What follows belongs to an exercise in optimizing a design on an open flow for small area, a short achievable clock period and few clock cycles per item; a production flow would make more cautious choices. RTL that was checked went through simulation tests only; none was proved equivalent to the original. The clock port is modelled as an ideal driver; clocking choices that lean on that would not hold on a real chip.

==> tundra: inputs <==
// sdram_pixel_reader
module sdram_pixel_reader #(
  parameter DEPTH = sdram_pixel_reader_pkg::DEF_FIFO_DEPTH
) (
  input  logic        clk_clk,
  input  logic        reset_reset_n,
  input  logic        start,
  input  logic [31:0] base_addr,
  input  logic [23:0] length_words,
  output logic        busy,
  output logic        done,
  output logic [31:0] avm_address,
  output logic        avm_read,
  output logic [3:0]  avm_burstcount,
  input  logic        avm_waitrequest,
  input  logic [31:0] avm_readdata,
  input  logic        avm_readdatavalid,
  output logic [31:0] src_data,
  output logic        src_valid,
  input  logic        src_ready,
  output logic        src_endofpacket
);
clock: 6.5 ns
lec_check: 0
cap_margin: 20
core_margin: 2
core_utilization: 40
setup_slack_margin: 4.2
slew_margin: 20
run.sh (not shown) runs the stock make flow with config.mk's settings and CLKGATE_MAP_FILE= SYNTH_SCRIPT=/design/flow/synth_recipe.tcl, a recipe that flattens the netlist after the stock synthesis.
==> cedar: changes against tundra <==
==> flow/design.v (replaced) <==
package sdram_pixel_reader_pkg;
  localparam int DEF_BURST_LEN = 8;
  localparam int DEF_FIFO_DEPTH = 16;
endpackage
module pixel_rx_fifo #(
  parameter DATA_W = 32,
  parameter DEPTH  = 16
) (
  input  logic              clk_clk,
  input  logic              reset_reset_n,
  input  logic              push_i,
  input  logic [DATA_W-1:0] wdata_i,
  input  logic              ready_i,
  output logic [DATA_W-1:0] rdata_o,
  output logic              valid_o,
  output logic              pop_o,
  output logic              valid_d_o
);
  localparam M     = DEPTH - 1;
  localparam CNT_W = $clog2(M + 1);
  logic [DATA_W-1:0] mem_q [M];
  logic [M-1:0]      wr_oh_q, rd_oh_q;
  logic [CNT_W-1:0]  cnt_q, cnt_d;
  logic              full_q;
  logic [DATA_W-1:0] head_q, head_d;
  logic              hv_q;      
  logic              hvn_q;     
  logic              take, stored, from_mem, bypass, wr_adv;
  logic [DATA_W-1:0] mem_rd;
  always_comb begin
    mem_rd = '0;
    for (int i = 0; i < M; i++)
      mem_rd = mem_rd | (mem_q[i] & {DATA_W{rd_oh_q[i]}});
  end
  assign stored    = (cnt_q != '0);
  assign pop_o     = !hvn_q && ready_i;
  assign take      = hvn_q || ready_i;
  assign from_mem  = take && stored;
  assign bypass    = take && !stored;
  assign wr_adv    = push_i && !bypass;
  assign valid_d_o = !take || stored || push_i;
  assign head_d = ({DATA_W{from_mem}} & mem_rd)
                | ({DATA_W{bypass}}   & wdata_i)
                | ({DATA_W{!take}}    & head_q);
  always_comb begin
    cnt_d = cnt_q;
    if (wr_adv && !from_mem)      cnt_d = cnt_q + 1'b1;
    else if (!wr_adv && from_mem) cnt_d = cnt_q - 1'b1;
  end
  always_ff @(posedge clk_clk) begin
    for (int i = 0; i < M; i++)
      if (wr_oh_q[i] && !full_q) mem_q[i] <= wdata_i;
    head_q <= head_d;
  end
  always_ff @(posedge clk_clk or negedge reset_reset_n) begin
    if (!reset_reset_n) begin
      wr_oh_q <= M'(1);
      rd_oh_q <= M'(1);
      cnt_q   <= '0;
      full_q  <= 1'b0;
      hv_q    <= 1'b0;
      hvn_q   <= 1'b1;
    end else begin
      if (wr_adv)   wr_oh_q <= {wr_oh_q[M-2:0], wr_oh_q[M-1]};
      if (from_mem) rd_oh_q <= {rd_oh_q[M-2:0], rd_oh_q[M-1]};
      cnt_q  <= cnt_d;
      full_q <= (cnt_d == CNT_W'(M));
      hv_q   <= valid_d_o;
      hvn_q  <= !valid_d_o;
    end
  end
  assign rdata_o = head_q;
  assign valid_o = hv_q;
endmodule
module sdram_pixel_reader #(
  parameter DEPTH = sdram_pixel_reader_pkg::DEF_FIFO_DEPTH
) (
  input  logic        clk_clk,
  input  logic        reset_reset_n,
  input  logic        start,
  input  logic [31:0] base_addr,
  input  logic [23:0] length_words,
  output logic        busy,
  output logic        done,
  output logic [31:0] avm_address,
  output logic        avm_read,
  output logic [3:0]  avm_burstcount,
  input  logic        avm_waitrequest,
  input  logic [31:0] avm_readdata,
  input  logic        avm_readdatavalid,
  output logic [31:0] src_data,
  output logic        src_valid,
  input  logic        src_ready,
  output logic        src_endofpacket
);
  localparam UW = $clog2(DEPTH + 9);
  logic        busy_q, done_q, read_q, pend_q, acc_q;
  logic        idle_q;
  logic [26:0] blk_q, blk_d;    
  logic [4:0]  off_q, off_d;    
  logic [20:0] nb_q;            
  logic [2:0]  part_q;          
  logic [2:0]  ge_q;
  logic [UW-1:0] room_q;        
  logic [3:0]  burst_q, burst_d;
  logic [UW-1:0] used_q, sum_q;
  logic        eop_q;
  logic        accept, pop, len_nz, pend_after, hold;
  logic [3:0]  burst_after, burst_ld;
  logic        ok_now, ok_after;
  logic        fifo_valid_d;
  logic        last_d;
  logic [UW-1:0] sum_acc;
  assign accept = read_q && !avm_waitrequest;
  assign len_nz = (length_words != '0);
  assign burst_after = ge_q[1] ? 4'd8 : {1'b0, part_q};
  assign pend_after  = ge_q[1] || (ge_q[0] && (part_q != '0));
  assign burst_ld    = (length_words[23:3] != '0) ? 4'd8 : {1'b0, length_words[2:0]};
  assign ok_now   = pop ? (sum_q <= UW'(DEPTH + 1)) : (sum_q <= UW'(DEPTH));
  assign ok_after = ge_q[1] ? (pop ? (sum_q <= UW'(DEPTH - 7)) : (sum_q <= UW'(DEPTH - 8)))
                            : (pop ? (sum_q <= room_q + UW'(1)) : (sum_q <= room_q));
  assign last_d = acc_q ? (!pend_after && (pop ? (sum_q == UW'(2)) : (sum_q == UW'(1))))
                        : (!pend_q     && (pop ? (used_q == UW'(2)) : (used_q == UW'(1))));
  assign sum_acc = sum_q + UW'(burst_after);
  pixel_rx_fifo #(
    .DATA_W (32),
    .DEPTH  (DEPTH)
  ) u_fifo (
    .clk_clk       (clk_clk),
    .reset_reset_n (reset_reset_n),
    .push_i        (avm_readdatavalid),
    .wdata_i       (avm_readdata),
    .ready_i       (src_ready),
    .rdata_o       (src_data),
    .valid_o       (src_valid),
    .pop_o         (pop),
    .valid_d_o     (fifo_valid_d)
  );
  assign hold    = !idle_q && !acc_q;
  assign blk_d   = ({27{idle_q}} & base_addr[31:5])
                 | ({27{acc_q}}  & (blk_q + 27'd1))
                 | ({27{hold}}   & blk_q);
  assign off_d   = ({5{idle_q}}  & base_addr[4:0])
                 | ({5{!idle_q}} & off_q);
  assign burst_d = ({4{idle_q}}  & burst_ld)
                 | ({4{acc_q}}   & burst_after)
                 | ({4{hold}}    & burst_q);
  always_ff @(posedge clk_clk) begin
    blk_q   <= blk_d;
    off_q   <= off_d;
    burst_q <= burst_d;
    if (idle_q) begin
      nb_q    <= length_words[23:3];
      part_q  <= length_words[2:0];
      ge_q[0] <= (length_words[23:3] != '0);
      ge_q[1] <= (length_words[23:4] != '0);
      ge_q[2] <= (length_words[23:5] != '0) || (length_words[4] && length_words[3]);
      room_q  <= UW'(DEPTH) - UW'(length_words[2:0]);
    end else if (acc_q) begin
      if (ge_q[0]) nb_q   <= nb_q - 21'd1;
      else         part_q <= '0;
      ge_q    <= {(nb_q[20:2] != '0), ge_q[2:1]};
    end
  end
  always_ff @(posedge clk_clk or negedge reset_reset_n) begin
    if (!reset_reset_n) begin
      busy_q <= 1'b0;
      idle_q <= 1'b1;
      done_q <= 1'b0;
      read_q <= 1'b0;
      acc_q  <= 1'b0;
      pend_q <= 1'b0;
      used_q <= '0;
      sum_q  <= '0;
      eop_q  <= 1'b0;
    end else begin
      acc_q <= !idle_q && accept;
      if (idle_q) begin
        busy_q <= start && len_nz;
        idle_q <= !(start && len_nz);
        done_q <= start && !len_nz;
        read_q <= start && len_nz;
        pend_q <= 1'b1;
        used_q <= '0;
        sum_q  <= UW'(burst_ld);
        eop_q  <= 1'b0;
      end else begin
        busy_q <= !(pop && eop_q);
        idle_q <= pop && eop_q;
        done_q <= pop && eop_q;
        if (acc_q) begin
          read_q <= pend_after && ok_after;
          pend_q <= pend_after;
          used_q <= pop ? sum_q - UW'(1) : sum_q;
          sum_q  <= pop ? sum_acc - UW'(1) : sum_acc;
        end else begin
          if (accept)       read_q <= 1'b0;
          else if (!read_q) read_q <= pend_q && ok_now;
          used_q <= pop ? used_q - UW'(1) : used_q;
          sum_q  <= pop ? sum_q - UW'(1) : sum_q;
        end
        eop_q  <= fifo_valid_d && last_d;
      end
    end
  end
  assign busy            = busy_q;
  assign done            = done_q;
  assign avm_address     = {blk_q, off_q};
  assign avm_read        = read_q;
  assign avm_burstcount  = burst_q;
  assign src_endofpacket = eop_q;
endmodule
==> flow/flow/run.sh (new file) <==
#!/bin/bash
# Layout flow: the standard ORFS flow, with two changes:
#  - the port buffers that global placement inserts are buf_1 cells (timing
#    repair resizes them as needed) instead of the default delay-type buffer;
#  - clock tree synthesis clusters up to 25 sinks within 90 um per leaf
#    buffer, which needs fewer clock buffers.
set -e
cp standard.sh standard.sh.txt
export BUFFER_PORTS_ARGS="-buffer_cell sky130_fd_sc_hd__buf_1"
export CTS_ARGS="-sink_clustering_enable -sink_clustering_size 25 -sink_clustering_max_diameter 90 -repair_clock_nets"
bash standard.sh > standard.log 2>&1
==> flow/standard.sh (new file) <==
#!/bin/bash
# synth_recipe.tcl (not shown) runs the flow's synth.tcl, then flattens the netlist and writes it again
# the make line also repeats each setting of config.mk as NAME=value (left out here)
make -C /OpenROAD-flow-scripts/flow DESIGN_CONFIG=/design/flow/config.mk WORK_HOME=/design/flow/orfs CLKGATE_MAP_FILE= SYNTH_SCRIPT=/design/flow/synth_recipe.tcl "${@:-finish}"
CORE_UTILIZATION = 65   (was 40)
SETUP_SLACK_MARGIN = 4.0   (was 4.2)
removed: flow/run.sh
==> lagoon: changes against tundra <==
==> flow/design.v (replaced) <==
package sdram_pixel_reader_pkg;
  localparam int DEF_BURST_LEN = 8;
  localparam int DEF_FIFO_DEPTH = 16;
endpackage
module pixel_rx_fifo #(
  parameter DATA_W = 32,
  parameter DEPTH  = 16
) (
  input  logic              clk_clk,
  input  logic              reset_reset_n,
  input  logic              push_i,
  input  logic [DATA_W-1:0] wdata_i,
  input  logic              ready_i,
  output logic [DATA_W-1:0] rdata_o,
  output logic              valid_o,
  output logic              pop_o,
  output logic              valid_d_o
);
  localparam M     = DEPTH - 1;
  localparam CNT_W = $clog2(M + 1);
  logic [DATA_W-1:0] mem_q [M];
  logic [M-1:0]      wr_oh_q, rd_oh_q;
  logic [CNT_W-1:0]  cnt_q, cnt_d;
  logic              full_q;
  logic [DATA_W-1:0] head_q, head_d;
  logic              hv_q;      
  logic              hvn_q;     
  logic              take, stored, from_mem, bypass, wr_adv;
  logic [DATA_W-1:0] mem_rd;
  always_comb begin
    mem_rd = '0;
    for (int i = 0; i < M; i++)
      mem_rd = mem_rd | (mem_q[i] & {DATA_W{rd_oh_q[i]}});
  end
  assign stored    = (cnt_q != '0);
  assign pop_o     = !hvn_q && ready_i;
  assign take      = hvn_q || ready_i;
  assign from_mem  = take && stored;
  assign bypass    = take && !stored;
  assign wr_adv    = push_i && !bypass;
  assign valid_d_o = !take || stored || push_i;
  assign head_d = ({DATA_W{from_mem}} & mem_rd)
                | ({DATA_W{bypass}}   & wdata_i)
                | ({DATA_W{!take}}    & head_q);
  always_comb begin
    cnt_d = cnt_q;
    if (wr_adv && !from_mem)      cnt_d = cnt_q + 1'b1;
    else if (!wr_adv && from_mem) cnt_d = cnt_q - 1'b1;
  end
  always_ff @(posedge clk_clk) begin
    for (int i = 0; i < M; i++)
      if (wr_oh_q[i] && !full_q) mem_q[i] <= wdata_i;
    head_q <= head_d;
  end
  always_ff @(posedge clk_clk or negedge reset_reset_n) begin
    if (!reset_reset_n) begin
      wr_oh_q <= M'(1);
      rd_oh_q <= M'(1);
      cnt_q   <= '0;
      full_q  <= 1'b0;
      hv_q    <= 1'b0;
      hvn_q   <= 1'b1;
    end else begin
      if (wr_adv)   wr_oh_q <= {wr_oh_q[M-2:0], wr_oh_q[M-1]};
      if (from_mem) rd_oh_q <= {rd_oh_q[M-2:0], rd_oh_q[M-1]};
      cnt_q  <= cnt_d;
      full_q <= (cnt_d == CNT_W'(M));
      hv_q   <= valid_d_o;
      hvn_q  <= !valid_d_o;
    end
  end
  assign rdata_o = head_q;
  assign valid_o = hv_q;
endmodule
module sdram_pixel_reader #(
  parameter DEPTH = sdram_pixel_reader_pkg::DEF_FIFO_DEPTH
) (
  input  logic        clk_clk,
  input  logic        reset_reset_n,
  input  logic        start,
  input  logic [31:0] base_addr,
  input  logic [23:0] length_words,
  output logic        busy,
  output logic        done,
  output logic [31:0] avm_address,
  output logic        avm_read,
  output logic [3:0]  avm_burstcount,
  input  logic        avm_waitrequest,
  input  logic [31:0] avm_readdata,
  input  logic        avm_readdatavalid,
  output logic [31:0] src_data,
  output logic        src_valid,
  input  logic        src_ready,
  output logic        src_endofpacket
);
  localparam UW = $clog2(DEPTH + 9);
  logic        busy_q, done_q, read_q, pend_q, acc_q;
  logic        idle_q;
  logic [26:0] blk_q, blk_d;    
  logic [4:0]  off_q, off_d;    
  logic [20:0] nb_q;            
  logic [2:0]  part_q;          
  logic [2:0]  ge_q;
  logic [UW-1:0] room_q;        
  logic [3:0]  burst_q, burst_d;
  logic [UW-1:0] used_q, sum_q;
  logic        eop_q;
  logic        accept, pop, len_nz, pend_after, hold;
  logic [3:0]  burst_after, burst_ld;
  logic        ok_now, ok_after;
  logic        fifo_valid_d;
  logic        last_d;
  logic [UW-1:0] sum_acc;
  assign accept = read_q && !avm_waitrequest;
  assign len_nz = (length_words != '0);
  assign burst_after = ge_q[1] ? 4'd8 : {1'b0, part_q};
  assign pend_after  = ge_q[1] || (ge_q[0] && (part_q != '0));
  assign burst_ld    = (length_words[23:3] != '0) ? 4'd8 : {1'b0, length_words[2:0]};
  assign ok_now   = pop ? (sum_q <= UW'(DEPTH + 1)) : (sum_q <= UW'(DEPTH));
  assign ok_after = ge_q[1] ? (pop ? (sum_q <= UW'(DEPTH - 7)) : (sum_q <= UW'(DEPTH - 8)))
                            : (pop ? (sum_q <= room_q + UW'(1)) : (sum_q <= room_q));
  assign last_d = acc_q ? (!pend_after && (pop ? (sum_q == UW'(2)) : (sum_q == UW'(1))))
                        : (!pend_q     && (pop ? (used_q == UW'(2)) : (used_q == UW'(1))));
  assign sum_acc = sum_q + UW'(burst_after);
  pixel_rx_fifo #(
    .DATA_W (32),
    .DEPTH  (DEPTH)
  ) u_fifo (
    .clk_clk       (clk_clk),
    .reset_reset_n (reset_reset_n),
    .push_i        (avm_readdatavalid),
    .wdata_i       (avm_readdata),
    .ready_i       (src_ready),
    .rdata_o       (src_data),
    .valid_o       (src_valid),
    .pop_o         (pop),
    .valid_d_o     (fifo_valid_d)
  );
  assign hold    = !idle_q && !acc_q;
  assign blk_d   = ({27{idle_q}} & base_addr[31:5])
                 | ({27{acc_q}}  & (blk_q + 27'd1))
                 | ({27{hold}}   & blk_q);
  assign off_d   = ({5{idle_q}}  & base_addr[4:0])
                 | ({5{!idle_q}} & off_q);
  assign burst_d = ({4{idle_q}}  & burst_ld)
                 | ({4{acc_q}}   & burst_after)
                 | ({4{hold}}    & burst_q);
  always_ff @(posedge clk_clk) begin
    blk_q   <= blk_d;
    off_q   <= off_d;
    burst_q <= burst_d;
    if (idle_q) begin
      nb_q    <= length_words[23:3];
      part_q  <= length_words[2:0];
      ge_q[0] <= (length_words[23:3] != '0);
      ge_q[1] <= (length_words[23:4] != '0);
      ge_q[2] <= (length_words[23:5] != '0) || (length_words[4] && length_words[3]);
      room_q  <= UW'(DEPTH) - UW'(length_words[2:0]);
    end else if (acc_q) begin
      if (ge_q[0]) nb_q   <= nb_q - 21'd1;
      else         part_q <= '0;
      ge_q    <= {(nb_q[20:2] != '0), ge_q[2:1]};
    end
  end
  always_ff @(posedge clk_clk or negedge reset_reset_n) begin
    if (!reset_reset_n) begin
      busy_q <= 1'b0;
      idle_q <= 1'b1;
      done_q <= 1'b0;
      read_q <= 1'b0;
      acc_q  <= 1'b0;
      pend_q <= 1'b0;
      used_q <= '0;
      sum_q  <= '0;
      eop_q  <= 1'b0;
    end else begin
      acc_q <= !idle_q && accept;
      if (idle_q) begin
        busy_q <= start && len_nz;
        idle_q <= !(start && len_nz);
        done_q <= start && !len_nz;
        read_q <= start && len_nz;
        pend_q <= 1'b1;
        used_q <= '0;
        sum_q  <= UW'(burst_ld);
        eop_q  <= 1'b0;
      end else begin
        busy_q <= !(pop && eop_q);
        idle_q <= pop && eop_q;
        done_q <= pop && eop_q;
        if (acc_q) begin
          read_q <= pend_after && ok_after;
          pend_q <= pend_after;
          used_q <= pop ? sum_q - UW'(1) : sum_q;
          sum_q  <= pop ? sum_acc - UW'(1) : sum_acc;
        end else begin
          if (accept)       read_q <= 1'b0;
          else if (!read_q) read_q <= pend_q && ok_now;
          used_q <= pop ? used_q - UW'(1) : used_q;
          sum_q  <= pop ? sum_q - UW'(1) : sum_q;
        end
        eop_q  <= fifo_valid_d && last_d;
      end
    end
  end
  assign busy            = busy_q;
  assign done            = done_q;
  assign avm_address     = {blk_q, off_q};
  assign avm_read        = read_q;
  assign avm_burstcount  = burst_q;
  assign src_endofpacket = eop_q;
endmodule
==> flow/flow/run.sh (new file) <==
#!/bin/bash
# Layout flow: the standard ORFS flow (standard.sh), with three changes:
#  - the port buffers that global placement inserts are buf_1 cells (timing
#    repair resizes them as needed) instead of the default delay-type buffer;
#  - clock tree synthesis clusters up to 30 sinks within 100 um per leaf
#    buffer, which needs fewer clock buffers;
#  - after clock tree synthesis, flip-flops that drive an output port buffer
#    are given the _4 drive strength of the same cell (flow/upsize.tcl), and
#    the placement is legalised again before routing.
set -e
cp standard.sh standard.sh.txt
export BUFFER_PORTS_ARGS="-buffer_cell sky130_fd_sc_hd__buf_1"
export CTS_ARGS="-sink_clustering_enable -sink_clustering_size 30 -sink_clustering_max_diameter 100 -repair_clock_nets"
bash standard.sh cts > standard_to_cts.log 2>&1
openroad -no_init -exit flow/upsize.tcl > upsize.log 2>&1
bash standard.sh finish > standard_finish.log 2>&1
==> flow/flow/upsize.tcl (new file) <==
# Give every flip-flop that drives an output port's buffer the _4 drive
# strength of its own cell type, then legalise the placement again.
set res orfs/results/sky130hd/sdram_pixel_reader/base
read_liberty $::env(FLOW_HOME)/platforms/sky130hd/lib/sky130_fd_sc_hd__tt_025C_1v80.lib
read_db $res/4_cts.odb
set db [ord::get_db]
set block [ord::get_db_block]
set n 0
foreach bt [$block getBTerms] {
  if {[$bt getIoType] ne "OUTPUT"} { continue }
  set net [$bt getNet]
  foreach it [$net getITerms] {
    if {![$it isOutputSignal]} { continue }
    set buf [$it getInst]
    foreach bit [$buf getITerms] {
      if {![$bit isInputSignal]} { continue }
      set inet [$bit getNet]
      if {$inet eq "NULL"} { continue }
      foreach dit [$inet getITerms] {
        if {![$dit isOutputSignal]} { continue }
        set ff [$dit getInst]
        set ref [[$ff getMaster] getName]
        if {[regexp {^sky130_fd_sc_hd__(dfrtp|dfxtp|dfstp)_[12]$} $ref -> kind]} {
          set m [$db findMaster sky130_fd_sc_hd__${kind}_4]
          puts "upsize [$ff getName] $ref -> [$m getName]"
          $ff swapMaster $m
          incr n
        }
      }
    }
  }
}
puts "upsized $n flip-flops"
detailed_placement
check_placement
write_db $res/4_cts.odb
==> flow/standard.sh (new file) <==
#!/bin/bash
# synth_recipe.tcl (not shown) runs the flow's synth.tcl, then flattens the netlist and writes it again
# the make line also repeats each setting of config.mk as NAME=value (left out here)
make -C /OpenROAD-flow-scripts/flow DESIGN_CONFIG=/design/flow/config.mk WORK_HOME=/design/flow/orfs CLKGATE_MAP_FILE= SYNTH_SCRIPT=/design/flow/synth_recipe.tcl "${@:-finish}"
SETUP_SLACK_MARGIN = 4.0   (was 4.2)
removed: flow/run.sh
==> run summary <==
vias=15,440; clk_buf instances=89; Reg2Reg Launch Point=ge_q[1]; vias in the first global route=15,260; status=complete, no violations; CTS H-tree depth=3; Synth cell types=74; Synth Area in Simple Gates=7.208%
# the run above: tundra

==> run summary <==
CTS H-tree depth=1; clk_buf instances=40; Reg2Reg Launch Point=u_fifo.hvn_q; status=complete, no violations; vias in the first global route=15,110
# the run above: lagoon

==> run summary <==
Synth cell types=65; status=complete, no violations; clk_buf instances=52; vias in the first global route=15,100; Reg2Reg Launch Point=u_fifo.hvn_q; CTS H-tree depth=1; vias=15,660
# the run above: cedar

Testbench counts of cedar, summed over its fixed seeds: cycles 382,195, items 220,665.
Testbench counts of lagoon, summed over its fixed seeds: cycles 382,195, items 220,665.
Function not checked in tundra: the RTL went through the layout flow alone.

==> separate check: timing with driven ports <==
Ports are ideal in the flow. The routed layouts listed here were re-timed in OpenROAD.
Step 1: set_driving_cell puts a clkbuf_16 on clk_clk and a buf_2 on each other input, an assumption about the parent block.
Step 2 adds t to the input delays and takes it off the output delays; t is the mean of the earliest and latest rising clock arrival at the registers after step 1. Input paths then give back, and output paths get back, about the clock's delay inside the block.
Slacks: no drivers / after step 1 / after step 2; pairs: no drivers / after step 1.
run | t, ns | slack for setup (ns) | hold WS [ns]
tundra | 0.649 | 3.976 / 3.917 / 3.598 | 0.510 / 0.510 / 0.510
cedar | 0.652 | 4.032 / 3.977 / 3.444 | 0.467 / 0.467 / 0.467
lagoon | 0.659 | 3.958 / 3.899 / 3.386 | 0.472 / 0.472 / 0.472
After both steps setup and hold are still met in every run listed. The setup slack of cedar, which loses most, moves by -0.055 ns with the drivers and by -0.588 ns with both steps.
